This is an optimization exercise on Yosys and OpenROAD, whose aim is small area, a short achievable clock period and few clock cycles, not a production implementation. In this exercise RTL edits were held to simulation tests only and were not proved equivalent to the original. Power is estimated from default activity; no workload was simulated.

### flow/design.v
package imd_pkg;
	localparam int IMD_REG_WIDTH_DEF = 32;	 
	typedef enum logic [3:0] {
		IMD_NOP   = 4'd0,	 
		IMD_MFHI  = 4'd1,	 
		IMD_MFLO  = 4'd2,	 
		IMD_MTHI  = 4'd3,	 
		IMD_MTLO  = 4'd4,	 
		IMD_MULT  = 4'd5,	 
		IMD_MULTU = 4'd6,	 
		IMD_DIV   = 4'd7,	 
		IMD_DIVU  = 4'd8	 
	} imd_op_t;
	typedef enum logic [1:0] {
		SEQ_IDLE = 2'd0,	 
		SEQ_RUN  = 2'd1,	 
		SEQ_DONE = 2'd2		 
	} imd_seq_state_t;
endpackage
`timescale 1ns/1ps
module imd_top #(
	parameter int REG_WIDTH = imd_pkg::IMD_REG_WIDTH_DEF
) (
	input  logic			clk,
	input  logic			nrst,
	input  logic [3:0]		i_imuldiv_op,		 
	input  logic [REG_WIDTH-1:0]	i_rs_val,
	input  logic [REG_WIDTH-1:0]	i_rt_val,
	input  logic			i_mem_stall,
	input  logic			i_fetch_stall,
	input  logic			i_nullify_execute,
	input  logic			i_nullify_mem,
	input  logic			i_nullify_wb,
	output logic			o_exec_stall,		 
	output logic [REG_WIDTH-1:0]	o_rd_val,
	output logic			o_rd_valid
);
	localparam int W = REG_WIDTH;
	localparam int CW = $clog2(W);
	localparam int K = 4;			 
	localparam int NSTEP = W / K;
	logic		st_prep;	 
	logic		st_mul;		 
	logic		st_mfin;	 
	logic		st_size;	 
	logic		st_norm;	 
	logic		st_div;		 
	logic		st_neg;		 
	logic [W-1:0]	hi, lo;		 
	logic [W-1:0]	d;		 
	logic [W-1:0]	m;		 
	logic [CW-1:0]	cnt;		 
	logic [CW:0]	za, zb;		 
	logic		cy;		 
	logic		md;		 
	logic		short_m;	 
	logic		nl, nd;		 
	logic		neg_l, neg_h;	 
	logic		zl;		 
	logic		hz, lz;		 
	logic		mthi_m, mtlo_m, mthi_w, mtlo_w;
	logic		rd_hi;		 
	logic [W-1:0]	hi_seq, lo_seq;	 
	logic		op_mf, op_mfhi, op_mthi, op_mtlo, op_mul, op_div, op_signed;
	logic		busy, last, fin, stallable;
	logic		free;		 
	logic		adv, ld_arith, ld_mt, wr_mt;
	assign op_mfhi = (i_imuldiv_op == imd_pkg::IMD_MFHI);
	assign op_mf = op_mfhi || (i_imuldiv_op == imd_pkg::IMD_MFLO);
	assign op_mthi = (i_imuldiv_op == imd_pkg::IMD_MTHI);
	assign op_mtlo = (i_imuldiv_op == imd_pkg::IMD_MTLO);
	assign op_mul = (i_imuldiv_op == imd_pkg::IMD_MULT) || (i_imuldiv_op == imd_pkg::IMD_MULTU);
	assign op_div = (i_imuldiv_op == imd_pkg::IMD_DIV) || (i_imuldiv_op == imd_pkg::IMD_DIVU);
	assign op_signed = (i_imuldiv_op == imd_pkg::IMD_MULT) || (i_imuldiv_op == imd_pkg::IMD_DIV);
	assign busy = st_prep || st_mul || st_mfin || st_size || st_norm || st_div || st_neg;
	assign last = (cnt == '0);
	assign fin = (st_mfin && !neg_l) || (st_div && last && !neg_l && !neg_h) || st_neg;
	assign stallable = busy && !fin;
	assign free = !i_mem_stall && !i_fetch_stall;
	assign o_exec_stall = free && op_mf && stallable;
	assign adv = free && !(op_mf && stallable);
	assign ld_arith = free && !i_nullify_execute && (op_mul || op_div);
	assign ld_mt = free && !i_nullify_execute && (op_mthi || op_mtlo);
	assign wr_mt = adv && !i_nullify_wb;
	logic		a_neg, b_neg;
	assign a_neg = op_signed && i_rs_val[W-1];
	assign b_neg = op_signed && i_rt_val[W-1];
	function automatic logic is_small(input logic [W-1:0] v, input logic sgn);
		is_small = (v[W-1:W/2] == '0) || (sgn && (v[W-1:W/2-1] == '1));
	endfunction
	logic		rs_small, rt_small, swap;
	logic [W-1:0]	lo_in, d_in;
	assign rs_small = is_small(i_rs_val, op_signed);
	assign rt_small = is_small(i_rt_val, op_signed);
	assign swap = op_mul && !rs_small && rt_small;
	assign lo_in = swap ? i_rt_val : i_rs_val;
	assign d_in = swap ? i_rs_val : i_rt_val;
	localparam int CSW = W + K;
	function automatic logic [2*CSW-1:0] csa(input logic [CSW-1:0] x, input logic [CSW-1:0] y,
		input logic [CSW-1:0] z);
		logic [CSW-1:0] s, c;
		s = x ^ y ^ z;
		c = ((x & y) | (x & z) | (y & z)) << 1;
		csa = {c, s};
	endfunction
	logic [CSW-1:0]	pp [K];
	logic [CSW-1:0]	s1, c1, s2, c2, s3, c3, cs_s, cs_c;
	logic [K:0]	cs_lo;		 
	always_comb
		for (int i = 0; i < K; i++)
			pp[i] = {{K{1'b0}}, d & {W{lo[i]}}} << i;
	assign {c1, s1} = csa({{K{1'b0}}, hi}, {{K{1'b0}}, m}, pp[0]);
	assign {c2, s2} = csa(pp[1], pp[2], pp[3]);
	assign {c3, s3} = csa(s1, c1, s2);
	assign {cs_c, cs_s} = csa(s3, c3, c2);
	assign cs_lo = {1'b0, cs_s[K-1:0]} + {1'b0, cs_c[K-1:0]} + {{K{1'b0}}, cy};
	logic [W:0]	sum;
	assign sum = {1'b0, hi} + {1'b0, m} + {{W{1'b0}}, md || cy};
	logic [W-1:0]	lo_neg, hi_neg, lo_mag, d_mag;
	assign lo_neg = ~lo + 1'b1;
	assign hi_neg = ~hi + {{(W-1){1'b0}}, md || !st_neg || zl};
	assign lo_mag = nl ? lo_neg : lo;
	assign d_mag = nd ? hi_neg : d;
	function automatic logic [CW:0] clz(input logic [W-1:0] v);
		logic [CW-1:0]	n [W];
		logic		z [W];
		for (int i = 0; i < W; i++)
		begin
			z[i] = !v[W - 1 - i];
			n[i] = '0;
		end
		for (int l = 0; l < CW; l++)
		begin
			for (int i = 0; i < (W >> (l + 1)); i++)
			begin
				n[i] = z[2*i] ? (n[2*i+1] | CW'(1 << l)) : n[2*i];
				z[i] = z[2*i] && z[2*i+1];
			end
		end
		clz = {z[0], z[0] ? '0 : n[0]};
	endfunction
	logic [CW:0]	sh;
	logic		d_zero, q_zero;
	assign d_zero = zb[CW];
	assign q_zero = (zb < za);		 
	assign sh = zb - za;
	logic		end_div;	 
	assign end_div = (st_norm && (d_zero || q_zero)) || (st_div && last);
	always_ff @(posedge clk or negedge nrst)
	begin
		if (!nrst)
		begin
			st_prep <= 1'b0;
			st_mul <= 1'b0;
			st_mfin <= 1'b0;
			st_size <= 1'b0;
			st_norm <= 1'b0;
			st_div <= 1'b0;
			st_neg <= 1'b0;
			hz <= 1'b1;
			lz <= 1'b1;
			o_rd_valid <= 1'b0;
			mthi_m <= 1'b0;
			mtlo_m <= 1'b0;
			mthi_w <= 1'b0;
			mtlo_w <= 1'b0;
		end
		else
		begin
			if (adv)
			begin
				o_rd_valid <= !i_nullify_execute && op_mf;
				mthi_m <= ld_mt && op_mthi;
				mtlo_m <= ld_mt && op_mtlo;
				mthi_w <= mthi_m && !i_nullify_mem;
				mtlo_w <= mtlo_m && !i_nullify_mem;
			end
			if (ld_arith || (wr_mt && mthi_w))
				hz <= 1'b0;
			if (ld_arith || (wr_mt && mtlo_w))
				lz <= 1'b0;
			if (ld_arith)
			begin
				st_prep <= a_neg || b_neg;
				st_mul <= op_mul && !a_neg && !b_neg;
				st_mfin <= 1'b0;
				st_size <= op_div && !a_neg && !b_neg;
				st_norm <= 1'b0;
				st_div <= 1'b0;
				st_neg <= 1'b0;
			end
			else
			begin
				st_prep <= 1'b0;
				st_mul <= (st_prep && !md) || (st_mul && !last);
				st_mfin <= st_mul && last;
				st_size <= st_prep && md;
				st_norm <= st_size;
				st_div <= (st_norm && !d_zero && !q_zero) || (st_div && !last);
				st_neg <= ((st_mfin || end_div) && (neg_l || neg_h));
			end
		end
	end
	always_ff @(posedge clk)
	begin
		if (adv && !i_nullify_execute && op_mf)
			rd_hi <= op_mfhi;
		if (ld_arith)
		begin
			md <= op_div;
			short_m <= rs_small || rt_small;
			nl <= swap ? b_neg : a_neg;
			nd <= swap ? a_neg : b_neg;
			neg_l <= a_neg ^ b_neg;
			neg_h <= op_div ? a_neg : (a_neg ^ b_neg);
			cy <= 1'b0;
		end
		else if (st_mul)
			cy <= cs_lo[K];
		if (st_mfin)
			zl <= (lo[W-1:W/2] == '0) && (short_m ? (sum[W/2-1:0] == '0) : (lo[W/2-1:0] == '0));
		if (ld_arith)
			cnt <= CW'((rs_small || rt_small) ? NSTEP / 2 - 1 : NSTEP - 1);
		else if (st_norm)
			cnt <= sh[CW-1:0];
		else if (st_mul || st_div)
			cnt <= cnt - 1'b1;
		if (st_size)
		begin
			za <= clz(lo);
			zb <= clz(d);
		end
		if (ld_arith)
			d <= d_in;
		else if (adv && (mthi_m || mtlo_m))
			d <= m;
		else if (st_prep)
			d <= d_mag;
		if (ld_mt)
			m <= i_rs_val;
		else if (ld_arith)
			m <= '0;
		else if (st_mul)
			m <= cs_c[CSW-1:K];
		else if (st_norm)
			m <= ~(d << sh[CW-1:0]);
		else if (st_div)
			m <= {1'b1, m[W-1:1]};
	end
	always_comb
	begin
		hi_seq = hi;
		lo_seq = lo;
		if (st_prep)
		begin
			hi_seq = '0;
			lo_seq = lo_mag;
		end
		if (st_mul)
		begin
			hi_seq = cs_s[CSW-1:K];
			lo_seq = {cs_lo[K-1:0], lo[W-1:K]};
		end
		if (st_mfin)
		begin
			if (short_m)
			begin
				hi_seq = {{(W/2){1'b0}}, sum[W-1:W/2]};
				lo_seq = {sum[W/2-1:0], lo[W-1:W/2]};
			end
			else
				hi_seq = sum[W-1:0];
		end
		if (st_norm)
		begin
			hi_seq = lo;
			lo_seq = {W{d_zero}};
		end
		if (st_div)
		begin
			if (sum[W])
				hi_seq = sum[W-1:0];
			lo_seq = {lo[W-2:0], sum[W]};
		end
		if (st_neg)
		begin
			if (neg_l)
				lo_seq = lo_neg;
			if (neg_h)
				hi_seq = hi_neg;
		end
	end
	always_ff @(posedge clk)
	begin
		if (ld_arith)
		begin
			lo <= lo_in;
			hi <= (a_neg || b_neg) ? d_in : '0;
		end
		else if (wr_mt && mthi_w)
			hi <= d;
		else if (wr_mt && mtlo_w)
			lo <= d;
		else
		begin
			hi <= hi_seq;
			lo <= lo_seq;
		end
	end
	assign o_rd_val = (hi & {W{rd_hi && !hz}}) | (lo & {W{!rd_hi && !lz}});
endmodule
### flow/flow/run.sh
#!/bin/bash
# Standard layout with two placement/repair knobs changed:
#  - port buffers are plain sky130 buffers (buf_1) instead of the delay cell
#    buffer_ports picks by default; every port still gets its own buffer;
#  - the resizer may change a cell's footprint when it repairs timing.
set -euo pipefail
bash standard.sh MATCH_CELL_FOOTPRINT=0 "BUFFER_PORTS_ARGS=-buffer_cell sky130_fd_sc_hd__buf_1" finish > standard_make.log 2>&1
### flow/standard.sh
#!/bin/bash
# synth_recipe.tcl (not shown) runs the flow's synth.tcl, then flattens the netlist and writes it again
# the make line also repeats each setting of config.mk as NAME=value (left out here)
make -C /OpenROAD-flow-scripts/flow DESIGN_CONFIG=/design/flow/config.mk WORK_HOME=/design/flow/orfs CLKGATE_MAP_FILE= SYNTH_SCRIPT=/design/flow/synth_recipe.tcl "${@:-finish}"
### flow/config.mk
export PLATFORM = sky130hd
export DESIGN_NAME = imd_top
export DESIGN_NICKNAME = imd_top
export VERILOG_FILES = /design/flow/design.v
export SDC_FILE = /design/flow/constraint.sdc
export NUM_CORES = 4
export LEC_CHECK = 0
export CAP_MARGIN = 20
export CORE_MARGIN = 2
export CORE_UTILIZATION = 40
export SETUP_SLACK_MARGIN = 2.5
export SLEW_MARGIN = 20
### flow/constraint.sdc
create_clock -name core_clock -period 6.5 [get_ports {clk}]
set_input_delay 1.3000 -clock core_clock [delete_from_list [all_inputs] [get_ports {clk}]]
set_output_delay 1.3000 -clock core_clock [all_outputs]
set_load 0.01 [all_outputs]
==> flow_summary.toml, run 1 <==
[placement]
hpwl_um = 78900
port_buffers = 108
place_congestion = 1.01

[yosys]
ys.warnings.count = 6
syn-instance-count = 2632
synthFlopType = "edfxtp_1"
syn_area_um2 = 21000
synth-async-reset-ratio = 0.0833
postSynthNetCount = 2884
yosysSeqAreaShare = 0.236
syn_avg_cell_area_um2 = 7.98
synth_enable_flop_cells = 153
synth_cell_types = 79
ys_seq_elements = 168

[clocking]
path_clk_slew_ps = 80
root_buffer = "clkbuf_16"
cts_max_level = 4
cts_buffers = 17
insertion_delay_ps = 520
cts_tree = "yes"
cts_sinks = 168
cts_buffer_depth = 2

[critical_path]
reg2reg_to = "lo[31]"
cpLargestDelayFamily = "adder cells"
crit_end = "lo[31]"
worst_setup_path_start_kind = "register"
path_common_cell = "fa_1"
crit_chain = "buf_8 > nand2_1 > fa_1 > fa_1 > fa_1 > inv_1 > ha_1 > xor2_1 > nand2_1 > o211ai_2 > nand3_1 > a22oi_2 > o21ai_0"
path_buf_inv = 2
worst_setup_path_end_kind = "register"
reg2reg_depth = 13
cpPeakStageDelay_ps = 560
timing_worst_setup_path_type = "reg -> reg"
cp_max_fo = 30
worst_path_max_delay_cell = "fa_1"
worstPathArrival_ps = 4270
worstSetupPathDepth = 13
rrSetupSlack_ps = 2490
worstSetupStartpoint = "lo[1]"
reg2reg_from = "lo[1]"
cp.required_ps = 6770

[floorplan]
die_y_um = 233
initial_core_util = 0.407
core-area_um2 = 51600
row_count = 83
dieArea_um2 = 54400
io_pins = 109
die_w_um = 233

[timing]
worst_pin_slew_ps = 1040
hold_viol = 0
slew_violations = 0
tns_ps = 0
period_share = 0.616
relSlewSlack = 0.304
fmax_ghz = 0.250
period_needed_ps = 4010
skew_ps = 19.0
rsz0062_at_grt = "true"
setup_viol = 0

[min_path]
worstHoldPathType = "reg -> reg"
whs_path_depth = 1

[pwr]
finalPower_uw = 14600
power_density_nw_per_um2 = 628
total_leakage_power_uw = 0.00873
max-vdd-ir-drop_uv = 276

[final_layout]
area_delta_synth_final_pct = 10.9
multi_input_area_um2 = 15000
nets = 2897
mostFrequentLayoutCells = "nand2_1, a21oi_1, nor2_1"
final_common_cell = "nand2_1"
ff_latch_area_um2 = 4970
drive_above_1_share = 0.0948
num-fill-cells = 5172

[global_route]
antenna_found_initial = 2
grt_pass1_vias = 21000
grt_pass1_wl_um = 150000
grt_max_degree = 85
gr-total-overflow = 0
track_usage = 0.384

[detailed_routing]
routed_wirelength_um = 106000
via_per_inst = 6.86
vias = 22900
drc_errors = 0
drt_iter0_drc = 3497
wire_per_inst_um = 31.7
ant_nets = 0
drt_first_pass_iters = 9

[flow_run]
max-cap-violations = 0

[run_status]
status = "complete, no violations"
[timing repair]
action	CTS	global route
hold buffers	0	0
cloned	0	3
setup endpoints to repair	90	90
gates resized for setup	37	30
setup buffers	25	30
pin swaps	4	9
[flip-flops by register name (all words and copies together), names as in the netlist, 5 cells and up]
register	count
d	32
hi	32
lo	32
m	32
za	6
zb	6
cnt	5
[synth_stat cells (all sizes together), types with 18 or more instances]
| master | count | area share |
|---|---|---|
| o21ai | 143 | 0.034 |
| and3 | 24 | 0.0071 |
| a22oi | 21 | 0.0075 |
| nand4 | 18 | 0.0054 |
| a31oi | 40 | 0.012 |
| buf | 26 | 0.0052 |
| a221oi | 20 | 0.0083 |
| nand2 | 417 | 0.075 |
| edfxtp | 153 | 0.22 |
| a21oi | 224 | 0.053 |
| xor2 | 46 | 0.019 |
| a22o | 33 | 0.014 |
| a21o | 24 | 0.0086 |
| clkbuf | 214 | 0.038 |
| nor3 | 60 | 0.014 |
| nor2 | 216 | 0.039 |
| inv | 122 | 0.022 |
| nand2b | 19 | 0.0057 |
| nor4 | 29 | 0.0089 |
| fa | 127 | 0.12 |
| a211oi | 61 | 0.022 |
| o31ai | 19 | 0.0074 |
| o221ai | 21 | 0.0088 |
| mux2i | 74 | 0.035 |
| a32o | 25 | 0.012 |
| and2 | 43 | 0.013 |
| ha | 50 | 0.030 |
| nand3 | 44 | 0.010 |
| o211ai | 31 | 0.011 |
| xnor2 | 75 | 0.031 |
[logic make-up after synthesis]
group | count (synthesis) | share of synthesized area
xor gates and xnor gates | 121 | 0.0504
AOI/OAI and AO/OA | 777 | 0.246
DFF | 168 | 0.236
muxes | 93 | 0.0508
adders and majority gates | 177 | 0.151
buffers and inverters | 364 | 0.0657
and+or+nand+nor | 932 | 0.200
[final cells by class]
type,instances,share of cell area
inverters,124,0.0203
flip-flops and latches,168,0.213
repair buffers,232,0.0619
well taps,680,0.0365
clock buffers,18,0.0184
clock inverters,14,0.00655
diodes,1,0.000107
multi-input cells,2102,0.643
[metal layers]
layer / vias to the layer above / wire (µm) / track usage
met4: 2 / 5480 / 0.177
met3: 302 / 14500 / 0.107
met1: 11200 / 42000 / 0.536
met5: - / 9 / 0
li1: 9539 / - / -
met2: 1815 / 43800 / 0.546
[worst min-delay path by stage]
stage,from,to,slack (ps)
global route,o_rd_valid,o_rd_valid,520
floorplan,mtlo_w,mtlo_w,460
detailed placement,o_rd_valid,o_rd_valid,480
global placement,o_rd_valid,o_rd_valid,470
CTS,o_rd_valid,o_rd_valid,500
finish,o_rd_valid,o_rd_valid,490
[stage by stage]
step            util  instance area [µm²]  hold slack, ps  instances  worst slack [ps]
4_1_cts        0.444                22900             503       3305              2500
5_1_grt        0.451                23300             522       3338              2380
3_3_place_gp   0.425                21900             466       3248              1620
6_report       0.451                23300             492       3339              2490
2_1_floorplan      -                21000             463       2632              2520
3_5_place_dp   0.425                21900             485       3248              1550
[power by group]
| part | switching, µW | internal, µW |
|---|---|---|
| Clock | 573 | 513 |
| Sequential | 1050 | 1860 |
| Combinational | 6520 | 4130 |
[worst register-to-register path, cell delays in order (launching register included)]
cell	delay, ps
edfxtp_1	520
buf_8	280
nand2_1	110
fa_1	470
fa_1	510
fa_1	560
inv_1	110
ha_1	330
xor2_1	180
nand2_1	80
o211ai_2	100
nand3_1	110
a22oi_2	280
o21ai_0	120
Testbench counts, summed over its fixed seeds: cycles 31,558.
==> run 2: changes to the inputs <==
--- a/flow/config.mk
+++ b/flow/config.mk
@@ -7,6 +7,6 @@
 export LEC_CHECK = 0
 export CAP_MARGIN = 20
 export CORE_MARGIN = 2
-export CORE_UTILIZATION = 40
+export CORE_UTILIZATION = 60
 export SETUP_SLACK_MARGIN = 2.5
 export SLEW_MARGIN = 20
==> flow_summary.toml, run 2 <==
[critical_path]
cpPeakStageDelay_ps = 580
cp_max_fo = 6
reg2reg_from = "hi[3]"
timing_worst_setup_path_type = "reg -> reg"
path_common_cell = "a21o_1"
worst_path_max_delay_cell = "edfxtp_1"
rrSetupSlack_ps = 2440
worst_setup_path_start_kind = "register"
worstPathArrival_ps = 4270
crit_chain = "ha_1 > a21o_1 > a21o_1 > o21ai_0 > nand3_1 > a21o_1 > a311oi_1 > xnor2_1 > a21oi_1 > o31ai_2 > a221o_1"
worstSetupStartpoint = "hi[3]"
cp.required_ps = 6710
worst_setup_path_end_kind = "register"

[timing]
rsz0062_at_grt = "true"
hold_viol = 0
period_needed_ps = 4060
worst_pin_slew_ps = 981
relSlewSlack = 0.346
tns_ps = 0
fmax_ghz = 0.246
setup_viol = 0
slew_violations = 0
skew_ps = 12.8
whs_ps = 475
period_share = 0.625

[final_layout]
final_common_cell = "nand2_1"
mostFrequentLayoutCells = "nand2_1, a21oi_1, nor2_1"
fin_area_um2 = 23100
fin_util = 0.670
area_delta_synth_final_pct = 10.2
nets = 2900
drive_above_1_share = 0.105

[clocking]
cts_max_level = 4
cts_sinks = 168
insertion_delay_ps = 460
cts_buffer_depth = 2
path_clk_slew_ps = 80
root_buffer = "clkbuf_16"
cts_buffers = 17
cts_tree = "yes"

[yosys]
ys.warnings.count = 6
synth_top_area_cell = "edfxtp_1"
synth_area_leaders = "edfxtp_1, fa_1, nand2_1, a21oi_1, nor2_1"
syn_area_um2 = 21000
syn-instance-count = 2632
synthTopCellsByCount = "nand2_1, a21oi_1, nor2_1"
synth_cell_types = 79
ys_seq_elements = 168
synth_enable_flop_cells = 153
synth_top_cell_area_share = 0.219
syn_avg_cell_area_um2 = 7.98
yosysMostFrequentCell = "nand2_1"
synth-async-reset-ratio = 0.0833
synthFlopType = "edfxtp_1"
postSynthNetCount = 2884
yosysSeqAreaShare = 0.236

[global_route]
gr-total-overflow = 0
grt_max_degree = 61
track_usage = 0.528
antenna_found_initial = 2
grt_pass1_vias = 21500
grt_pass1_wl_um = 140000

[floorplan]
dieArea_um2 = 36500
row_count = 68
core-area_um2 = 34500
io_pins = 109
die_w_um = 191
die_y_um = 191
initial_core_util = 0.608

[placement]
hpwl_um = 71500
port_buffers = 108
post_dp_cell_area_um2 = 21600
place_congestion = 1.05

[pwr]
max-vdd-ir-drop_uv = 497
total_leakage_power_uw = 0.00878
power_density_nw_per_um2 = 640

[run_status]
status = "complete, no violations"

[detailed_routing]
drt_first_pass_iters = 14
drt_iter0_drc = 4610
drc_errors = 0
routed_wirelength_um = 97700
vias = 23500
wire_per_inst_um = 31.3
via_per_inst = 7.55
ant_nets = 0

[min_path]
worstHoldPathType = "reg -> reg"
hold_start = "o_rd_valid"

[flow_run]
max-cap-violations = 0
## run 2: cell counts after synthesis
No cell type changed its count.
## run 2: kinds of logic (layout without fill, tap and decap cells)
logic type                 after synthesis  count (layout)  synth area share
and+or+nand+nor                        932             932             0.200
AOI/OAI and AO/OA                      777             777             0.246
buffers and inverters                  364             393            0.0657
adders and majority gates              177             177             0.151
DFF                                    168             168             0.236
xor gates and xnor gates               121             121            0.0504
muxes                                   93              93            0.0508
other                                    0               2                 0
## run 2: worst max-delay path: cells and delay by family, from the launching register on
| kind | cells | cell delay [ps] |
|---|---|---|
| and+or+nand+nor | 1 | 310 |
| DFF | 1 | 580 |
| adders and majority gates | 1 | 450 |
| xor gates and xnor gates | 1 | 270 |
| AOI/OAI and AO/OA | 8 | 2200 |
## run 2: path summary, 6_finish.rpt
path | cells past startpoint | to
min in group asynchronous | 1 | st_prep
hold / removal | 1 | o_rd_valid
max in group asynchronous | 1 | st_norm
setup / recovery | 11 | hi[11]
setup reg to reg | 11 | hi[11]
hold reg to reg | 1 | o_rd_valid
## run 2: per-layer routing
metal  vias to the layer above  share of wire  track usage
li1                       9549              -            -
met1                     11100           0.34        0.688
met2                      2361           0.41        0.741
met3                       516           0.18        0.224
met4                         0          0.070        0.282
met5                         -              0            0
## run 2: per-stage QoR
stage	worst slack (ps)	instances	power (µW)
6_report	2440	3118	14800
5_1_grt	2370	3116	15400
4_1_cts	2400	3061	13700
3_5_place_dp	1680	3020	12500
3_3_place_gp	1820	3020	12300
2_1_floorplan	2520	2632	8730
## run 2: cell type report
| class | count | area [µm²] |
|---|---|---|
| Multi-Input combinational cell | 2100 | 15100 |
| Fill cell | 2906 | 11400 |
| Sequential cell | 168 | 4970 |
| Timing Repair Buffer | 237 | 1510 |
| Tap cell | 455 | 569 |
| Inverter | 124 | 475 |
| Clock buffer | 20 | 458 |
| Clock inverter | 12 | 98.8 |
| Antenna cell | 2 | 5.00 |
## run 2: power by group
part           leakage, µW  switching (µW)  internal (µW)
Sequential         0.00172            1110           1860
Clock             0.000279             521            525
Combinational      0.00678            6520           4290
Total              0.00878            8140           6680
## run 2: timing repair
action	CTS	global route
hold endpoints to repair	0	0
pin swaps	10	37
endpoints found under the setup margin	74	90
resized for setup	31	81
gates cloned	0	2
buffers inserted	9	53
hold buffers	0	0
==> run 3: changes to the inputs <==
--- a/flow/config.mk
+++ b/flow/config.mk
@@ -7,6 +7,6 @@
 export LEC_CHECK = 0
 export CAP_MARGIN = 20
 export CORE_MARGIN = 2
-export CORE_UTILIZATION = 60
-export SETUP_SLACK_MARGIN = 2.5
+export CORE_UTILIZATION = 40
+export SETUP_SLACK_MARGIN = 3.0
 export SLEW_MARGIN = 20
==> flow_summary.toml, run 3 <==
[yosys]
yosysMostFrequentCell = "nand2_1"
synth_top_cell_area_share = 0.219
synth-async-reset-ratio = 0.0833
postSynthNetCount = 2884
synth_area_leaders = "edfxtp_1, fa_1, nand2_1, a21oi_1, nor2_1"
yosysSeqAreaShare = 0.236
synthFlopType = "edfxtp_1"
synthTopCellsByCount = "nand2_1, a21oi_1, nor2_1"
ys_seq_elements = 168
syn_avg_cell_area_um2 = 7.98
synth_top_area_cell = "edfxtp_1"
syn_area_um2 = 21000
ys.warnings.count = 6
syn-instance-count = 2632
synth_cell_types = 79
synth_enable_flop_cells = 153

[timing]
worst_pin_slew_ps = 1130
relSlewSlack = 0.245
period_needed_ps = 3870
setup_viol = 0
slew_violations = 0
skew_ps = 14.0
hold_viol = 0
rsz0062_at_grt = "true"
tns_ps = 0
period_share = 0.596
fmax_ghz = 0.258

[placement]
place_congestion = 1.05
dpl.cell_count = 3238
post_dp_cell_area_um2 = 21900
port_buffers = 108
hpwl_um = 77100

[global_route]
gr-total-overflow = 0
track_usage = 0.386
grt_pass1_vias = 21900
antenna_found_initial = 3
grt_max_degree = 62
grt_pass1_wl_um = 152000

[final_layout]
final_common_cell = "nand2_1"
nets = 3007
drive_above_1_share = 0.182
stdcell_count = 3450
area_delta_synth_final_pct = 20.1
multi_input_area_um2 = 15800
ff_latch_area_um2 = 4970
num-fill-cells = 4988
fin_area_um2 = 25200
mostFrequentLayoutCells = "nand2_1, a21oi_1, nor2_1, buf_4, edfxtp_1"

[min_path]
min_to = "o_rd_valid"
whs_path_depth = 1
hold_start = "o_rd_valid"
worstHoldPathType = "reg -> reg"

[clocking]
path_clk_slew_ps = 80
hold_buffers = 0
cts_tree = "yes"
cts_buffers = 17
cts_buffer_depth = 2
root_buffer = "clkbuf_16"
insertion_delay_ps = 490
cts_sinks = 168
cts_max_level = 4

[floorplan]
die_y_um = 233
row_count = 83
initial_core_util = 0.407
io_pins = 109
dieArea_um2 = 54400
core-area_um2 = 51600
die_w_um = 233

[critical_path]
reg2reg_depth = 13
rrSetupSlack_ps = 2630
cp_max_fo = 3
reg2reg_from = "md"
worst_setup_path_start_kind = "register"
reg2reg_to = "hi[8]"
timing_worst_setup_path_type = "reg -> reg"
cp.required_ps = 6720
worstPathArrival_ps = 4100
worst_setup_path_end_kind = "register"

[pwr]
finalPower_uw = 15900
total_leakage_power_uw = 0.00963
max-vdd-ir-drop_uv = 273
power_density_nw_per_um2 = 628

[detailed_routing]
via_per_inst = 6.83
drc_errors = 0
drt_iter0_drc = 3503
drt_first_pass_iters = 9
ant_nets = 0
routed_wirelength_um = 107000
vias = 23600
wire_per_inst_um = 31.0

[flow_run]
max-cap-violations = 0

[run_status]
status = "complete, no violations"
## run 3: cell counts after synthesis
Identical to the previous run, type by type.
## run 3: how the worst max path moves through the flow
stage	from	endpoint	slack, ps	depth (start not counted)
6_report	md	hi[8]	2630	13
5_1_grt	hi[0]	hi[26]	2580	15
4_1_cts	md	hi[31]	2710	15
3_5_place_dp	i_imuldiv_op[0]	lo[14]	1760	10
3_3_place_gp	i_imuldiv_op[0]	lo[14]	1780	10
2_1_floorplan	i_imuldiv_op[0]	lo[10]	2980	9
## run 3: area by class of cell
cell class | instances | share of cell area
Antenna cell | 2 | 0.000198
Clock buffer | 17 | 0.0169
Clock inverter | 15 | 0.00694
Inverter | 124 | 0.0190
Multi-Input combinational cell | 2103 | 0.627
Sequential cell | 168 | 0.197
Tap cell | 680 | 0.0337
Timing Repair Buffer | 340 | 0.0989
Timing Repair inverter | 1 | 0.000297
## run 3: what timing repair did
action / 4_1_cts / 5_1_grt
resized for setup: 156 / 131
pin swaps: 52 / 49
buffers inserted: 91 / 78
gates cloned: 7 / 2
setup endpoints to repair: 218 / 91
## run 3: kinds of logic after synthesis
kind of cell | after synthesis | synth area share
xor gates and xnor gates | 121 | 0.0504
and+or+nand+nor | 932 | 0.200
DFF | 168 | 0.236
adders and majority gates | 177 | 0.151
AOI/OAI and AO/OA | 777 | 0.246
muxes | 93 | 0.0508
buffers and inverters | 364 | 0.0657
## run 3: worst max-delay path: stages, from the launching register on
cell and delay, ps:
edfxtp_1 510, nor2_2 160, fa_2 260, inv_2 50, fa_2 370, a211oi_2 280
o21ai_2 100, o2111ai_2 210, a21boi_2 110, a41o_2 350, xnor2_1 630, o221ai_1 320
o211ai_1 160, o211ai_1 110
## run 3: routing by layer
layer	global-route usage	up-vias	share of wire
met2	0.562	1809	0.42
met4	0.189	2	0.061
met3	0.133	409	0.14
met1	0.508	11600	0.38
met5	0	-	0.00021
li1	-	9760	-
## run 3: where the power goes
| part | switching (µW) | total, µW | internal (µW) |
|---|---|---|---|
| Sequential | 877 | 2740 | 1860 |
| Combinational | 7150 | 12000 | 4860 |
| Clock | 587 | 1110 | 519 |
| Total | 8610 | 15900 | 7240 |
## run 3: through the flow
stage          hold WS [ps]  utilization  setup WS [ps]
6_report                485        0.489           2630
5_1_grt                 504        0.489           2580
4_1_cts                 487        0.466           2710
3_5_place_dp            468        0.424           1760
2_1_floorplan           463            -           2980
3_3_place_gp            470        0.424           1780
==> run 4: changes to the inputs <==
--- a/flow/config.mk
+++ b/flow/config.mk
@@ -5,8 +5,9 @@
 export SDC_FILE = /design/flow/constraint.sdc
 export NUM_CORES = 4
 export LEC_CHECK = 0
+export ABC_AREA = 1
 export CAP_MARGIN = 20
 export CORE_MARGIN = 2
 export CORE_UTILIZATION = 40
-export SETUP_SLACK_MARGIN = 3.0
+export SETUP_SLACK_MARGIN = 2.5
 export SLEW_MARGIN = 20
==> flow_summary.toml, run 4 <==
[detailed_routing]
routed_wirelength_um = 121000
ant_nets = 0
wire_per_inst_um = 26.5
via_per_inst = 5.93
drt_first_pass_iters = 9
vias = 27000
drt_iter0_drc = 4281
drc_errors = 0

[yosys]
syn_avg_cell_area_um2 = 6.19
postSynthNetCount = 4052
synthXorXnorAreaFrac = 0.0182
synth_fa_ha_area_frac = 0.135
synth_area_leaders = "nand2_1, edfxtp_1, fa_1, inv_1, o21ai_0"
syn-instance-count = 3800
synthMuxAreaShare = 0.00681
synth_cell_types = 63
synth_simple_gate_area_frac = 0.336
synth_top_cell_area_share = 0.198
ys.warnings.count = 6
synth-async-reset-ratio = 0.0833
yosysSeqAreaShare = 0.211
synth_top_area_cell = "nand2_1"
yosysMostFrequentCell = "nand2_1"
synth_enable_flop_cells = 153
synth_top_family_by_area = "simple AND/OR/NAND/NOR gates"
ys_seq_elements = 168
synthTopCellsByCount = "nand2_1, inv_1, o21ai_0"
syn_area_um2 = 23500
synthFlopType = "edfxtp_1"
synth-compound-area-share = 0.162

[final_layout]
stdcell_count = 4560
mostFrequentLayoutCells = "nand2_1, inv_1, o21ai_0"
nets = 4032
drive_above_1_share = 0.0417
area_delta_synth_final_pct = 6.79
final_common_cell = "nand2_1"

[floorplan]
io_pins = 109
die_y_um = 247
core-area_um2 = 57900
die_w_um = 247
row_count = 88
dieArea_um2 = 60800
initial_core_util = 0.406

[global_route]
grt_max_degree = 58
gr-total-overflow = 0
grt_pass1_wl_um = 171000
grt_pass1_vias = 24500
track_usage = 0.391
antenna_found_initial = 6

[clocking]
cts_sinks = 168
hold_buffers = 0
insertion_delay_ps = 470
cts_max_level = 4
cts_buffer_depth = 2
path_clk_slew_ps = 80
cts_buffers = 17
root_buffer = "clkbuf_16"
cts_tree = "yes"

[timing]
hold_viol = 0
worst_slack_ps = 2530
whs_ps = 448
tns_ps = 0
period_share = 0.610
period_needed_ps = 3970
fmax_ghz = 0.252
setup_viol = 0
worst_pin_slew_ps = 1220
relSlewSlack = 0.178
rsz0062_at_grt = "false"
slew_violations = 0
skew_ps = 11.7

[placement]
place_ws_ps = 1970
hpwl_um = 95700
port_buffers = 108
place_congestion = 1.11
dpl.cell_count = 4510

[pwr]
power_density_nw_per_um2 = 633
total_leakage_power_uw = 0.0119
max-vdd-ir-drop_uv = 244

[critical_path]
worst_setup_path_start_kind = "register"
worst_setup_path_end_kind = "register"
cp_max_fo = 5
worstPathArrival_ps = 4150
timing_worst_setup_path_type = "reg -> reg"
cp.required_ps = 6690

[run_status]
status = "complete, no violations"

[min_path]
worstHoldPathType = "reg -> reg"

[flow_run]
max-cap-violations = 0
## run 4: worst paths after layout
kind                       start       to  slack (ps)  cells past startpoint
max                           md   hi[31]        2530                     10
min reg2reg                   lz       lz         450                      2
max reg2reg                   md   hi[31]        2530                     10
min                           lz       lz         450                      2
max in group asynchronous   nrst  st_norm        4900                      1
min in group asynchronous   nrst  st_mfin         960                      1
## run 4: what timing repair did
action / CTS / global route
resized for setup: 1 / 9
cloned: 0 / 2
buffers inserted: 2 / 12
endpoints found under the setup margin: 35 / 88
pin swaps: 0 / 2
## run 4: through the flow
stage / utilization / area (µm²) / total power (µW)
floorplan: - / 23500 / 9130
global placement: 0.421 / 24400 / 14100
detailed placement: 0.421 / 24400 / 14000
CTS: 0.431 / 24900 / 15100
global route: 0.434 / 25100 / 16800
finish: 0.434 / 25100 / 15900
## run 4: power by group
group,internal [µW],switching (µW)
logic,3820,8130
registers,1860,1090
clock network,499,497
total,6170,9720
## run 4: kinds of logic (layout without fill, tap and decap cells)
| family | Yosys count | after routing |
|---|---|---|
| adder cells (fa/ha/maj) | 177 | 177 |
| XOR/XNOR | 48 | 48 |
| AO/OA/AOI/OAI | 684 | 685 |
| AND/OR/NAND/NOR | 1916 | 1917 |
| flip-flops | 168 | 168 |
| buffers and inverters | 791 | 782 |
| other | 0 | 2 |
| multiplexers | 16 | 16 |
## run 4: layout make-up
type	instances	area, µm²
flip-flops and latches	168	4970
repair buffers	167	865
multi-input cells	2843	15600
diodes	2	5.00
fillers	6380	32800
well taps	765	957
inverters	583	2190
clock inverters	14	115
clock buffers	18	429
## run 4: worst max-delay path: stages (launching register included)
cell      delay (ps)
edfxtp_1         550
inv_1            120
nand2_1          270
ha_1             290
nand2_1          110
nor3_1           980
nand4_1          470
xor2_1           510
nand2_1          100
nand3_1          170
o211ai_1         100
## run 4: metal layers
| metal | global-route usage | share of wire |
|---|---|---|
| met5 | 0 | 0.00034 |
| met4 | 0.195 | 0.061 |
| met3 | 0.134 | 0.16 |
| met2 | 0.546 | 0.40 |
| met1 | 0.532 | 0.38 |
==> run 5: changes to the inputs <==
--- a/flow/config.mk
+++ b/flow/config.mk
@@ -5,9 +5,9 @@
 export SDC_FILE = /design/flow/constraint.sdc
 export NUM_CORES = 4
 export LEC_CHECK = 0
-export ABC_AREA = 1
 export CAP_MARGIN = 20
 export CORE_MARGIN = 2
 export CORE_UTILIZATION = 40
 export SETUP_SLACK_MARGIN = 2.5
 export SLEW_MARGIN = 20
+export TNS_END_PERCENT = 10
==> flow_summary.toml, run 5 <==
[run_status]
status = "complete, no violations"

[floorplan]
row_count = 83
die_y_um = 233
die_w_um = 233
core-area_um2 = 51600
io_pins = 109
initial_core_util = 0.407
dieArea_um2 = 54400

[critical_path]
worst_path_max_delay_cell = "edfxtp_1"
worstSetupPathDepth = 9
timing_worst_setup_path_type = "reg -> reg"
path_buf_inv = 0
cpLargestDelayFamily = "adder cells"
path_common_cell = "fa_1"
crit_chain = "nand2_1 > fa_1 > fa_1 > fa_1 > nor2_1 > a21oi_1 > o21ai_0 > a32oi_2 > nand2_1"
worst_setup_path_end_kind = "register"
worstPathArrival_ps = 4340
rrSetupSlack_ps = 2420
cp.required_ps = 6760
cp_max_fo = 11
cpPeakStageDelay_ps = 870
reg2reg_from = "d[27]"
worstSetupStartpoint = "d[27]"
reg2reg_depth = 9
worst_setup_path_start_kind = "register"

[yosys]
ys_seq_elements = 168
syn_avg_cell_area_um2 = 7.98
syn_area_um2 = 21000
synth_area_leaders = "edfxtp_1, fa_1, nand2_1, a21oi_1, nor2_1"
postSynthNetCount = 2884
synth_top_area_cell = "edfxtp_1"
synth_cell_types = 79
synthFlopType = "edfxtp_1"
synthTopCellsByCount = "nand2_1, a21oi_1, nor2_1"
synth_top_cell_area_share = 0.219
yosysMostFrequentCell = "nand2_1"
yosysSeqAreaShare = 0.236
synth-async-reset-ratio = 0.0833
ys.warnings.count = 6
synth_enable_flop_cells = 153
syn-instance-count = 2632

[clocking]
path_clk_slew_ps = 80
cts_max_level = 4
root_buffer = "clkbuf_16"
hold_buffers = 0
cts_sinks = 168
insertion_delay_ps = 530
cts_buffers = 17
cts_buffer_depth = 2
cts_tree = "yes"

[detailed_routing]
drc_errors = 0
drt_iter0_drc = 3275
ant_nets = 0
via_per_inst = 6.80
drt_first_pass_iters = 8
routed_wirelength_um = 105000
wire_per_inst_um = 31.5
vias = 22700

[pwr]
power_density_nw_per_um2 = 631
finalPower_uw = 14700
total_leakage_power_uw = 0.00873
max-vdd-ir-drop_uv = 296

[timing]
period_needed_ps = 4080
tns_ps = 0
period_share = 0.627
slew_violations = 0
rsz0062_at_grt = "true"
skew_ps = 20.9
hold_viol = 0
relSlewSlack = 0.290
setup_viol = 0
fmax_ghz = 0.245
whs_ps = 495
worst_slack_ps = 2420
worst_pin_slew_ps = 1060

[flow_run]
max-cap-violations = 0

[placement]
place_ws_ps = 1550
place_congestion = 1.01
hpwl_um = 78900
port_buffers = 108

[final_layout]
mostFrequentLayoutCells = "nand2_1, a21oi_1, nor2_1"
final_common_cell = "nand2_1"
nets = 2894
area_delta_synth_final_pct = 10.9
drive_above_1_share = 0.0919
num-fill-cells = 5160

[min_path]
worstHoldPathType = "reg -> reg"
hold_start = "o_rd_valid"
whs_path_depth = 1

[global_route]
antenna_found_initial = 2
track_usage = 0.382
grt_max_degree = 85
grt_pass1_vias = 21000
gr-total-overflow = 0
grt_pass1_wl_um = 149000
-- run 5: cell count changes after synthesis, sizes merged, moves of 40 or more --
cell,previous run,this run
a211oi,11,61
and2,3,43
buf,71,26
clkbuf,137,214
inv,578,122
mux2i,16,74
nand2,1243,417
nand3,261,44
nor2,293,216
o21ai,340,143
o22ai,48,5
xnor2,10,75
-- run 5: layout make-up --
type	count	area [µm²]	area share
inverter	124	475	0.0204
multi-input combinational	2100	14900	0.641
tap	680	851	0.0365
clock buffer	18	429	0.0184
sequential	168	4970	0.213
clock inverter	14	153	0.00655
antenna	1	2.50	0.000107
timing repair buffer	231	1490	0.0638
-- run 5: routing by layer --
metal / GRT usage / vias to the layer above / routed length [µm]
li1: - / 9550 / -
met1: 0.529 / 11100 / 41800
met2: 0.543 / 1737 / 43700
met3: 0.115 / 295 / 14100
met4: 0.180 / 4 / 5370
met5: 0 / - / 101
-- run 5: repair_timing --
action | in CTS | in global routing
endpoints found under the setup margin | 90 | 106
cloned | 0 | 2
gates resized for setup | 24 | 46
buffers inserted | 13 | 40
pin swaps | 3 | 12
hold endpoints to repair | 0 | 0
-- run 5: metrics by stage --
step | instance area [µm²] | std cells | utilization
final | 23300 | 3336 | 0.451
after global routing | 23300 | 3335 | 0.451
after CTS | 22700 | 3293 | 0.440
after detailed placement | 21900 | 3248 | 0.425
after global placement | 21900 | 3248 | 0.425
after floorplan | 21000 | 2632 | -
-- run 5: cells by family after synthesis --
kind of cell,Yosys count,share of synthesized area
mux,93,0.0508
simple gates,932,0.200
buf+inv,364,0.0657
fa+ha+maj,177,0.151
xor+xnor,121,0.0504
compound gates,777,0.246
flops,168,0.236
-- run 5: where the power goes --
part	leakage [µW]	internal (µW)	switching, µW	total [µW]
sequential	0.00172	1860	1060	2920
combinational	0.00672	4200	6500	10700
clock	0.000288	513	575	1090
total	0.00873	6570	8140	14700
-- run 5: path summary, 6_finish.rpt --
path,to
max in group asynchronous,st_mul
hold / removal,o_rd_valid
hold reg to reg,o_rd_valid
min in group asynchronous,st_neg
setup reg to reg,hi[25]
setup / recovery,hi[25]
==> run 6: changes to the inputs <==
--- a/flow/config.mk
+++ b/flow/config.mk
@@ -8,6 +8,6 @@
 export CAP_MARGIN = 20
 export CORE_MARGIN = 2
 export CORE_UTILIZATION = 40
+export PLACE_DENSITY = 0.75
 export SETUP_SLACK_MARGIN = 2.5
 export SLEW_MARGIN = 20
-export TNS_END_PERCENT = 10
==> flow_summary.toml, run 6 <==
[yosys]
synthTopCellsByCount = "nand2_1, a21oi_1, nor2_1"
syn_area_um2 = 21000
synth-async-reset-ratio = 0.0833
synth_area_leaders = "edfxtp_1, fa_1, nand2_1, a21oi_1, nor2_1"
synth_enable_flop_cells = 153
synth_cell_types = 79
postSynthNetCount = 2884
ys_seq_elements = 168
syn-instance-count = 2632
synth_top_cell_area_share = 0.219
synthFlopType = "edfxtp_1"
syn_avg_cell_area_um2 = 7.98
ys.warnings.count = 6
synth_top_area_cell = "edfxtp_1"
yosysSeqAreaShare = 0.236
yosysMostFrequentCell = "nand2_1"

[floorplan]
dieArea_um2 = 54400
io_pins = 109
die_w_um = 233
die_y_um = 233
row_count = 83
core-area_um2 = 51600
initial_core_util = 0.407

[flow_run]
max-cap-violations = 0

[clocking]
cts_sinks = 168
insertion_delay_ps = 500
cts_buffer_depth = 2
path_clk_slew_ps = 80
cts_buffers = 17
root_buffer = "clkbuf_16"
cts_tree = "yes"
cts_max_level = 4

[timing]
rsz0062_at_grt = "true"
setup_viol = 0
hold_viol = 0
worst_slack_ps = 2510
worst_pin_slew_ps = 1020
fmax_ghz = 0.251
slew_violations = 0
period_share = 0.613
period_needed_ps = 3990
tns_ps = 0
relSlewSlack = 0.313
skew_ps = 14.8

[final_layout]
nets = 2888
area_delta_synth_final_pct = 10.2
fin_area_um2 = 23200
fin_util = 0.449
drive_above_1_share = 0.0876
mostFrequentLayoutCells = "nand2_1, a21oi_1, nor2_1"
num-fill-cells = 5115
final_common_cell = "nand2_1"

[critical_path]
timing_worst_setup_path_type = "in -> reg"
cpPeakStageDelay_ps = 650
cp_max_fo = 44
cp.required_ps = 6730
worstPathArrival_ps = 4210
cpLargestDelayFamily = "simple AND/OR/NAND/NOR gates"
path_buf_inv = 2
worst_setup_path_start_kind = "input pin"
crit_chain = "buf_1 > nand4_1 > nor4_1 > a21oi_1 > or3b_4 > nor2_1 > buf_4 > a211oi_1 > o22ai_1"
worst_path_max_delay_cell = "or3b_4"
worst_setup_path_end_kind = "register"

[global_route]
gr-total-overflow = 0
grt_pass1_vias = 21100
grt_pass1_wl_um = 139000
antenna_found_initial = 5
track_usage = 0.348
grt_max_degree = 68

[min_path]
worstHoldPathType = "reg -> reg"

[pwr]
power_density_nw_per_um2 = 627
total_leakage_power_uw = 0.00867
max-vdd-ir-drop_uv = 285

[placement]
hpwl_um = 71000
post_dp_cell_area_um2 = 21900
place_ws_ps = 1700
place_congestion = 1.03
port_buffers = 108

[detailed_routing]
vias = 22800
ant_nets = 0
drc_errors = 0
via_per_inst = 6.83
drt_first_pass_iters = 10
routed_wirelength_um = 96700
drt_iter0_drc = 4484
wire_per_inst_um = 29.0

[run_status]
status = "complete, no violations"
-- run 6: where the power goes --
part / switching (µW) / internal (µW) / total [µW]
logic: 6300 / 4160 / 10500
clock network: 576 / 530 / 1110
registers: 1110 / 1860 / 2970
-- run 6: worst paths after layout --
| path | start | to | slack [ps] | depth (start not counted) |
|---|---|---|---|---|
| setup reg to reg | md | hi[6] | 2520 | 14 |
| hold / removal | o_rd_valid | o_rd_valid | 500 | 1 |
| max in group asynchronous | nrst | st_norm | 5110 | 1 |
| setup / recovery | i_rs_val[19] | lo[27] | 2510 | 9 |
| hold reg to reg | o_rd_valid | o_rd_valid | 500 | 1 |
| min in group asynchronous | nrst | mthi_m | 850 | 1 |
-- run 6: layer usage --
metal	vias to the layer above	part of all wire	routed length, µm	global-route usage
li1	9525	-	-	-
met1	10700	0.35	33900	0.446
met2	2079	0.42	40200	0.502
met3	441	0.17	16100	0.127
met4	2	0.067	6520	0.200
met5	-	0.00010	10	0
-- run 6: layout make-up --
class                      count  area [µm²]  share of cell area
multi-input combinational   2100       14900               0.642
sequential                   168        4970               0.215
timing repair buffer         225        1380              0.0595
tap                          680         851              0.0367
inverter                     124         475              0.0205
clock buffer                  18         439              0.0190
clock inverter                14         170             0.00735
antenna                        4        10.0            0.000432
-- run 6: stage by stage --
stage | hold WS [ps] | instances | total power (µW)
after global placement | 470 | 3245 | 12300
after floorplan | 463 | 2632 | 8730
after CTS | 499 | 3289 | 13700
after detailed placement | 472 | 3245 | 12400
after global routing | 516 | 3331 | 15200
final | 499 | 3333 | 14500
-- run 6: cell families after synthesis --
kind of cell | synth area share
AND/OR/NAND/NOR | 0.200
AO/OA/AOI/OAI | 0.246
buffers and inverters | 0.0657
adder cells (fa/ha/maj) | 0.151
flip-flops | 0.236
XOR/XNOR | 0.0504
multiplexers | 0.0508
-- run 6: what timing repair did --
action,CTS,global route
gates cloned,0,1
pin swaps,4,9
endpoints found under the setup margin,126,130
hold buffers,0,0
gates resized for setup,18,35
setup buffers,12,39
==> run 7: changes to the inputs <==
--- a/flow/config.mk
+++ b/flow/config.mk
@@ -8,6 +8,6 @@
 export CAP_MARGIN = 20
 export CORE_MARGIN = 2
 export CORE_UTILIZATION = 40
-export PLACE_DENSITY = 0.75
+export PLACE_DENSITY = 0.45
 export SETUP_SLACK_MARGIN = 2.5
 export SLEW_MARGIN = 20
==> flow_summary.toml, run 7 <==
[clocking]
cts_sinks = 168
cts_tree = "yes"
cts_buffer_depth = 2
path_clk_slew_ps = 90
insertion_delay_ps = 510
root_buffer = "clkbuf_16"
cts_max_level = 4
cts_buffers = 17

[final_layout]
mostFrequentLayoutCells = "nand2_1, a21oi_1, nor2_1"
final_common_cell = "nand2_1"
stdcell_count = 3369
nets = 2923
drive_above_1_share = 0.105
area_delta_synth_final_pct = 12.4

[timing]
hold_viol = 0
worst_pin_slew_ps = 925
fmax_ghz = 0.247
whs_ps = 505
slew_violations = 0
rsz0062_at_grt = "false"
relSlewSlack = 0.383
skew_ps = 16.9
period_share = 0.622
setup_viol = 0
tns_ps = 0
period_needed_ps = 4040

[yosys]
synth_area_leaders = "edfxtp_1, fa_1, nand2_1, a21oi_1, nor2_1"
synth_top_area_cell = "edfxtp_1"
synthMuxAreaShare = 0.0508
synth_fa_ha_area_frac = 0.151
yosysSeqAreaShare = 0.236
synthFlopType = "edfxtp_1"
synthXorXnorAreaFrac = 0.0504
synth_enable_flop_cells = 153
synth_cell_types = 79
synth_top_cell_area_share = 0.219
synth_simple_gate_area_frac = 0.200
syn_area_um2 = 21000
synth_top_family_by_area = "compound AO/OA/AOI/OAI gates"
synth-async-reset-ratio = 0.0833
ys_seq_elements = 168
postSynthNetCount = 2884
synthTopCellsByCount = "nand2_1, a21oi_1, nor2_1"
synth-compound-area-share = 0.246
ys.warnings.count = 6
syn_avg_cell_area_um2 = 7.98
syn-instance-count = 2632
yosysMostFrequentCell = "nand2_1"

[detailed_routing]
ant_nets = 0
vias = 22800
drt_iter0_drc = 3153
routed_wirelength_um = 111000
drc_errors = 0
via_per_inst = 6.78
drt_first_pass_iters = 9
wire_per_inst_um = 33.1

[min_path]
worstHoldPathType = "reg -> reg"

[floorplan]
dieArea_um2 = 54400
die_y_um = 233
core-area_um2 = 51600
row_count = 83
die_w_um = 233
initial_core_util = 0.407
io_pins = 109

[critical_path]
worst_setup_path_end_kind = "register"
rrSetupSlack_ps = 2500
crit_chain = "buf_1 > nor4_1 > and4_1 > a21oi_1 > nor3b_2 > buf_6 > mux2i_1 > nor2_1 > a21oi_1 > o311ai_4"
worstPathArrival_ps = 4250
cpPeakStageDelay_ps = 510
cpLargestDelayFamily = "buffers and inverters"
cp.required_ps = 6710
path_common_cell = "a21oi_1"
worst_path_max_delay_cell = "buf_1"
timing_worst_setup_path_type = "in -> reg"
path_buf_inv = 2
worst_setup_path_start_kind = "input pin"
cp_max_fo = 49

[global_route]
gr-total-overflow = 0
antenna_found_initial = 3
grt_pass1_vias = 21400
track_usage = 0.404
grt_pass1_wl_um = 157000
grt_max_degree = 50

[run_status]
status = "complete, no violations"

[flow_run]
max-cap-violations = 0

[pwr]
total_leakage_power_uw = 0.00890
max-vdd-ir-drop_uv = 352
power_density_nw_per_um2 = 631

[placement]
hpwl_um = 82900
port_buffers = 108
place_congestion = 1.02
dpl.cell_count = 3251
[run 7: what timing repair did]
item	4_1_cts	5_1_grt
buffers inserted	13	65
pin swaps	3	9
hold buffers	0	0
setup endpoints to repair	77	107
resized for setup	37	33
cloned	0	2
[run 7: power by group]
part           total (µW)  switching, µW  internal [µW]
combinational       10800           6570           4200
clock                1160            623            536
sequential           2950           1090           1860
[run 7: through the flow]
step,utilization,cell area (µm²),total power [µW],setup slack [ps]
after global routing,0.457,23600,15600,2480
after detailed placement,0.425,22000,12800,1670
final,0.457,23600,14900,2460
after CTS,0.443,22900,14200,2500
after floorplan,-,21000,8730,2520
after global placement,0.425,22000,12800,1760
[run 7: routing by layer]
layer / wire, µm / track usage / part of all wire / vias up
li1: - / - / - / 9601
met1: 45600 / 0.563 / 0.41 / 11400
met2: 47700 / 0.599 / 0.43 / 1598
met3: 13500 / 0.102 / 0.12 / 271
met4: 4620 / 0.155 / 0.041 / 0
met5: 0 / 0 / 0 / -
[run 7: path summary, 6_finish.rpt]
kind | startpoint | cells after the start | end
setup / recovery | i_rs_val[26] | 10 | hi[3]
hold / removal | hz | 1 | hz
setup reg to reg | d[12] | 10 | hi[10]
hold reg to reg | hz | 1 | hz
max in group asynchronous | nrst | 1 | st_mul
min in group asynchronous | nrst | 1 | o_rd_valid
[run 7: kinds of logic (layout without fill, tap and decap cells)]
kind of cell	count (synthesis)	after routing
AO/OA/AOI/OAI	777	777
XOR/XNOR	121	121
adder cells (fa/ha/maj)	177	177
buffers and inverters	364	415
flip-flops	168	168
multiplexers	93	93
other	0	5
AND/OR/NAND/NOR	932	933
[run 7: cell type report]
| type | count | area [µm²] |
|---|---|---|
| inverters | 124 | 473 |
| diodes | 5 | 12.5 |
| fillers | 5241 | 28000 |
| repair buffers | 259 | 1700 |
| multi-input cells | 2101 | 15000 |
| flip-flops and latches | 168 | 4970 |
| clock inverters | 15 | 204 |
| clock buffers | 17 | 425 |
| well taps | 680 | 851 |
==> run 8: changes to the inputs <==
--- a/flow/config.mk
+++ b/flow/config.mk
@@ -8,6 +8,6 @@
 export CAP_MARGIN = 20
 export CORE_MARGIN = 2
 export CORE_UTILIZATION = 40
-export PLACE_DENSITY = 0.45
-export SETUP_SLACK_MARGIN = 2.5
+export SETUP_SLACK_MARGIN = 2.75
 export SLEW_MARGIN = 20
+export TNS_END_PERCENT = 10
==> flow_summary.toml, run 8 <==
[yosys]
synth_enable_flop_cells = 153
synth_top_family_by_area = "compound AO/OA/AOI/OAI gates"
synth_top_area_cell = "edfxtp_1"
synthXorXnorAreaFrac = 0.0504
syn_avg_cell_area_um2 = 7.98
syn-instance-count = 2632
synth_cell_types = 79
ys.warnings.count = 6
yosysMostFrequentCell = "nand2_1"
synthMuxAreaShare = 0.0508
synthTopCellsByCount = "nand2_1, a21oi_1, nor2_1"
yosysSeqAreaShare = 0.236
synth_area_leaders = "edfxtp_1, fa_1, nand2_1, a21oi_1, nor2_1"
synth_simple_gate_area_frac = 0.200
synth-async-reset-ratio = 0.0833
synth_top_cell_area_share = 0.219
ys_seq_elements = 168
synth-compound-area-share = 0.246
synth_fa_ha_area_frac = 0.151
postSynthNetCount = 2884
syn_area_um2 = 21000
synthFlopType = "edfxtp_1"

[global_route]
antenna_found_initial = 3
grt_max_degree = 57
grt_pass1_wl_um = 153000
track_usage = 0.394
grt_pass1_vias = 21500
gr-total-overflow = 0

[timing]
period_needed_ps = 3960
hold_viol = 0
rsz0062_at_grt = "true"
slew_violations = 0
worst_pin_slew_ps = 893
fmax_ghz = 0.253
whs_ps = 495
skew_ps = 22.6
period_share = 0.609
setup_viol = 0
relSlewSlack = 0.402
tns_ps = 0

[clocking]
cts_tree = "yes"
cts_buffers = 17
hold_buffers = 0
cts_buffer_depth = 2
cts_sinks = 168
path_clk_slew_ps = 90
cts_max_level = 4
root_buffer = "clkbuf_16"
insertion_delay_ps = 520

[final_layout]
final_common_cell = "nand2_1"
num-fill-cells = 5205
mostFrequentLayoutCells = "nand2_1, a21oi_1, nor2_1"
ff_latch_area_um2 = 4970
area_delta_synth_final_pct = 13.4
fin_area_um2 = 23800
stdcell_count = 3368
drive_above_1_share = 0.114
multi_input_area_um2 = 15200
nets = 2921

[pwr]
max-vdd-ir-drop_uv = 262
finalPower_uw = 15100
total_leakage_power_uw = 0.00896
power_density_nw_per_um2 = 635

[floorplan]
core-area_um2 = 51600
io_pins = 109
die_w_um = 233
row_count = 83
die_y_um = 233
dieArea_um2 = 54400
initial_core_util = 0.407

[critical_path]
rrSetupSlack_ps = 2610
worst_setup_path_start_kind = "input pin"
worstPathArrival_ps = 4180
cp.required_ps = 6730
cp_max_fo = 49
timing_worst_setup_path_type = "in -> reg"
worst_setup_path_end_kind = "register"
reg2reg_depth = 9

[detailed_routing]
wire_per_inst_um = 32.1
drc_errors = 0
vias = 22800
ant_nets = 0
drt_first_pass_iters = 6
drt_iter0_drc = 3294
routed_wirelength_um = 108000
via_per_inst = 6.78

[min_path]
whs_path_depth = 1
worstHoldPathType = "reg -> reg"

[placement]
post_dp_cell_area_um2 = 21900
port_buffers = 108
place_congestion = 1.02
dpl.cell_count = 3250
hpwl_um = 79900

[flow_run]
max-cap-violations = 0

[run_status]
status = "complete, no violations"
-- run 8: per-stage QoR --
step | util | setup slack (ps)
2_1_floorplan | - | 2580
3_3_place_gp | 0.425 | 1340
3_5_place_dp | 0.425 | 1310
4_1_cts | 0.453 | 2570
5_1_grt | 0.461 | 2540
6_report | 0.462 | 2540
-- run 8: cells by family (layout without fill, tap and decap cells) --
| group | after synthesis | count (layout) |
|---|---|---|
| other cells | 0 | 6 |
| compound gates | 777 | 777 |
| flops | 168 | 168 |
| simple gates | 932 | 935 |
| mux | 93 | 93 |
| xor+xnor | 121 | 121 |
| fa+ha+maj | 177 | 177 |
| buf+inv | 364 | 411 |
-- run 8: timing repair --
action | in CTS | in global routing
gates cloned | 5 | 1
resized for setup | 86 | 33
setup buffers | 49 | 24
endpoints found under the setup margin | 223 | 193
pin swaps | 24 | 22
-- run 8: worst max-delay path, stage by stage --
cell and delay, ps:
buf_1 540, nor4_1 140, and4_1 190, a21oi_1 180, nor3b_2 230, buf_6 420, mux2i_1 450, nor2_1 110
a21oi_1 340, o311ai_0 200
-- run 8: path summary, 6_finish.rpt --
| kind | start | endpoint |
|---|---|---|
| max | i_rs_val[18] | hi[3] |
| min | o_rd_valid | o_rd_valid |
| max reg2reg | d[21] | hi[20] |
| min reg2reg | o_rd_valid | o_rd_valid |
| max in group asynchronous | nrst | st_mul |
| min in group asynchronous | nrst | o_rd_valid |
-- run 8: cell type report --
type | count | area share
timing repair buffer | 255 | 0.0710
clock inverter | 14 | 0.00777
antenna | 6 | 0.000630
clock buffer | 18 | 0.0189
inverter | 124 | 0.0201
tap | 680 | 0.0357
sequential | 168 | 0.209
multi-input combinational | 2103 | 0.637
-- run 8: report_power, final --
group | switching (µW) | total [µW] | internal (µW)
Combinational | 6730 | 11100 | 4390
Clock | 595 | 1140 | 550
Sequential | 1010 | 2870 | 1860
Total | 8330 | 15100 | 6800
-- run 8: routing by layer --
layer  track usage  share of wire
met3         0.113           0.14
met4         0.158          0.046
met5             0        0.00085
met1         0.541           0.39
met2         0.580           0.42
==> run 9: changes to the inputs <==
--- a/flow/design.v
+++ b/flow/design.v
@@ -52,6 +52,7 @@
 	logic [CW-1:0]	cnt;		 
 	logic [CW:0]	za, zb;		 
 	logic		cy;		 
+	logic [K-1:0]	ps, pc;		 
 	logic		md;		 
 	logic		short_m;	 
 	logic		nl, nd;		 
@@ -105,7 +106,7 @@
 	endfunction
 	logic [CSW-1:0]	pp [K];
 	logic [CSW-1:0]	s1, c1, s2, c2, s3, c3, cs_s, cs_c;
-	logic [K:0]	cs_lo;		 
+	logic [K:0]	pend;		 
 	always_comb
 		for (int i = 0; i < K; i++)
 			pp[i] = {{K{1'b0}}, d & {W{lo[i]}}} << i;
@@ -113,9 +114,9 @@
 	assign {c2, s2} = csa(pp[1], pp[2], pp[3]);
 	assign {c3, s3} = csa(s1, c1, s2);
 	assign {cs_c, cs_s} = csa(s3, c3, c2);
-	assign cs_lo = {1'b0, cs_s[K-1:0]} + {1'b0, cs_c[K-1:0]} + {{K{1'b0}}, cy};
+	assign pend = {1'b0, ps} + {1'b0, pc} + {{K{1'b0}}, cy};
 	logic [W:0]	sum;
-	assign sum = {1'b0, hi} + {1'b0, m} + {{W{1'b0}}, md || cy};
+	assign sum = {1'b0, hi} + {1'b0, m} + {{W{1'b0}}, md || pend[K]};
 	logic [W-1:0]	lo_neg, hi_neg, lo_mag, d_mag;
 	assign lo_neg = ~lo + 1'b1;
 	assign hi_neg = ~hi + {{(W-1){1'b0}}, md || !st_neg || zl};
@@ -214,11 +215,18 @@
 			neg_l <= a_neg ^ b_neg;
 			neg_h <= op_div ? a_neg : (a_neg ^ b_neg);
 			cy <= 1'b0;
+			ps <= '0;
+			pc <= '0;
 		end
 		else if (st_mul)
-			cy <= cs_lo[K];
+		begin
+			cy <= pend[K];
+			ps <= cs_s[K-1:0];
+			pc <= cs_c[K-1:0];
+		end
 		if (st_mfin)
-			zl <= (lo[W-1:W/2] == '0) && (short_m ? (sum[W/2-1:0] == '0) : (lo[W/2-1:0] == '0));
+			zl <= (pend[K-1:0] == '0) && (short_m ?
+				((sum[W/2-1:0] == '0) && (lo[W-1:W/2+K] == '0)) : (lo[W-1:K] == '0));
 		if (ld_arith)
 			cnt <= CW'((rs_small || rt_small) ? NSTEP / 2 - 1 : NSTEP - 1);
 		else if (st_norm)
@@ -259,17 +267,20 @@
 		if (st_mul)
 		begin
 			hi_seq = cs_s[CSW-1:K];
-			lo_seq = {cs_lo[K-1:0], lo[W-1:K]};
+			lo_seq = {pend[K-1:0], lo[W-1:K]};
 		end
 		if (st_mfin)
 		begin
 			if (short_m)
 			begin
 				hi_seq = {{(W/2){1'b0}}, sum[W-1:W/2]};
-				lo_seq = {sum[W/2-1:0], lo[W-1:W/2]};
+				lo_seq = {sum[W/2-1:0], pend[K-1:0], lo[W-1:W/2+K]};
 			end
 			else
+			begin
 				hi_seq = sum[W-1:0];
+				lo_seq = {pend[K-1:0], lo[W-1:K]};
+			end
 		end
 		if (st_norm)
 		begin
--- a/flow/config.mk
+++ b/flow/config.mk
@@ -8,6 +8,5 @@
 export CAP_MARGIN = 20
 export CORE_MARGIN = 2
 export CORE_UTILIZATION = 40
-export SETUP_SLACK_MARGIN = 2.75
+export SETUP_SLACK_MARGIN = 2.5
 export SLEW_MARGIN = 20
-export TNS_END_PERCENT = 10
==> flow_summary.toml, run 9 <==
[placement]
hpwl_um = 86400
port_buffers = 108
place_congestion = 1.11
place_ws_ps = 1390

[clocking]
root_buffer = "clkbuf_16"
cts_buffers = 17
cts_tree = "yes"
cts_sinks = 173
insertion_delay_ps = 530
path_clk_slew_ps = 70

[yosys]
syn_area_um2 = 21000
syn-instance-count = 2501
synthTopCellsByCount = "o21ai_0, nand2_1, clkbuf_1"
ys_seq_elements = 173
synth-async-reset-ratio = 0.0809
postSynthNetCount = 2753
synth_top_cell_area_share = 0.218
yosysMostFrequentCell = "o21ai_0"
synthFlopType = "edfxtp_1"
syn_avg_cell_area_um2 = 8.41
synth_enable_flop_cells = 153
yosysSeqAreaShare = 0.241

[detailed_routing]
ant_nets = 0
drc_errors = 0
routed_wirelength_um = 113000
via_per_inst = 7.12
drt_iter0_drc = 3693
wire_per_inst_um = 35.3

[floorplan]
die_y_um = 233
dieArea_um2 = 54400
row_count = 84
io_pins = 109
initial_core_util = 0.403

[final_layout]
num-fill-cells = 5142
mostFrequentLayoutCells = "nand2_1, nor2_1, o21ai_0"
nets = 2758
area_delta_synth_final_pct = 11.7
final_common_cell = "nand2_1"

[critical_path]
reg2reg_from = "md"
worstPathArrival_ps = 4300
worstSetupPathDepth = 10
path_buf_inv = 2
timing_worst_setup_path_type = "in -> reg"
cp.required_ps = 6730
cp_max_fo = 45
cpLargestDelayFamily = "simple AND/OR/NAND/NOR gates"
worst_path_max_delay_cell = "buf_1"
crit_chain = "buf_1 > nand4_1 > nor4_1 > a21oi_1 > nand3b_1 > buf_12 > mux2i_1 > nor2_1 > a221oi_1 > o221ai_1"
rrSetupSlack_ps = 2490

[timing]
hold_viol = 0
skew_ps = 22.7
worst_slack_ps = 2430
fmax_ghz = 0.246
tns_ps = 0
worst_pin_slew_ps = 1140
period_share = 0.627
rsz0062_at_grt = "true"
relSlewSlack = 0.232
setup_viol = 0

[pwr]
max-vdd-ir-drop_uv = 329
total_leakage_power_uw = 0.00883

[global_route]
grt_max_degree = 60
grt_pass1_vias = 21200
gr-total-overflow = 0
track_usage = 0.415

[flow_run]
max-cap-violations = 0

[min_path]
worstHoldPathType = "reg -> reg"
min_to = "o_rd_valid"
hold_start = "o_rd_valid"
whs_path_depth = 1

[run_status]
status = "complete, no violations"
==> run 9: changes by cell type after synthesis, sizes merged, moves of 13 or more <==
cell / before / now
o22ai: 5 / 29
and2: 43 / 130
nand3: 44 / 28
a21oi: 224 / 180
a32o: 25 / 6
a31oi: 40 / 17
o2111ai: 16 / 1
inv: 122 / 54
a221oi: 20 / 78
o21ai: 143 / 218
nand2: 417 / 214
nor2b: 11 / 24
==> run 9: power breakdown <==
part,switching [µW],leakage (µW),internal (µW)
sequential,1030,0.00177,1910
clock,540,0.000273,523
combinational,7080,0.00679,4440
==> run 9: routing by layer <==
| metal | up-vias | share of wire | GRT usage |
|---|---|---|---|
| li1 | 9320 | - | - |
| met1 | 11200 | 0.38 | 0.554 |
| met2 | 1949 | 0.40 | 0.584 |
| met3 | 401 | 0.14 | 0.120 |
| met4 | 2 | 0.079 | 0.266 |
| met5 | - | 0.00011 | 0 |
==> run 9: how the worst max path moves through the flow <==
| stage | from | to | slack [ps] |
|---|---|---|---|
| after detailed placement | i_rs_val[21] | hi[14] | 1390 |
| final | i_rs_val[18] | hi[14] | 2430 |
| after CTS | cy | hi[18] | 2490 |
| after global routing | ps[0] | hi[22] | 2380 |
| after floorplan | i_imuldiv_op[0] | lo[10] | 2370 |
| after global placement | i_rs_val[21] | hi[14] | 1390 |
==> run 9: what timing repair did <==
action,in CTS,in global routing
gates cloned,2,0
endpoints found under the setup margin,78,175
pin swaps,5,31
resized for setup,52,91
buffers inserted,17,15
==> run 9: metrics by stage <==
stage | util | power [µW] | instance area [µm²] | cells | hold slack (ps)
6_report | 0.450 | 15500 | 23500 | 3209 | 486
5_1_grt | 0.450 | 16100 | 23500 | 3207 | 526
2_1_floorplan | - | 8690 | 21100 | 2501 | 450
3_5_place_dp | 0.423 | 13300 | 22100 | 3141 | 473
3_3_place_gp | 0.423 | 13200 | 22100 | 3140 | 466
4_1_cts | 0.441 | 14600 | 23000 | 3192 | 489
==> run 9: cell type report <==
| class | count | area, µm² | share of cell area |
|---|---|---|---|
| Clock inverter | 12 | 86.3 | 0.00368 |
| Multi-Input combinational cell | 2045 | 15500 | 0.660 |
| Sequential cell | 173 | 5070 | 0.216 |
| Inverter | 57 | 234 | 0.00996 |
| Clock buffer | 20 | 468 | 0.0199 |
| Tap cell | 688 | 861 | 0.0367 |
| Antenna cell | 2 | 5.00 | 0.000213 |
| Timing Repair Buffer | 212 | 1260 | 0.0536 |
==> run 9: cells by family (layout without fill, tap and decap cells) <==
group,count (synthesis),count (layout),synth area share
adder cells (fa/ha/maj),177,177,0.151
XOR/XNOR,111,111,0.0462
flip-flops,173,173,0.241
AND/OR/NAND/NOR,805,807,0.187
buffers and inverters,285,301,0.0513
AO/OA/AOI/OAI,839,839,0.265
multiplexers,111,111,0.0587
other,0,2,0
Testbench counts of run 9, summed over its fixed seeds: cycles 31,558.
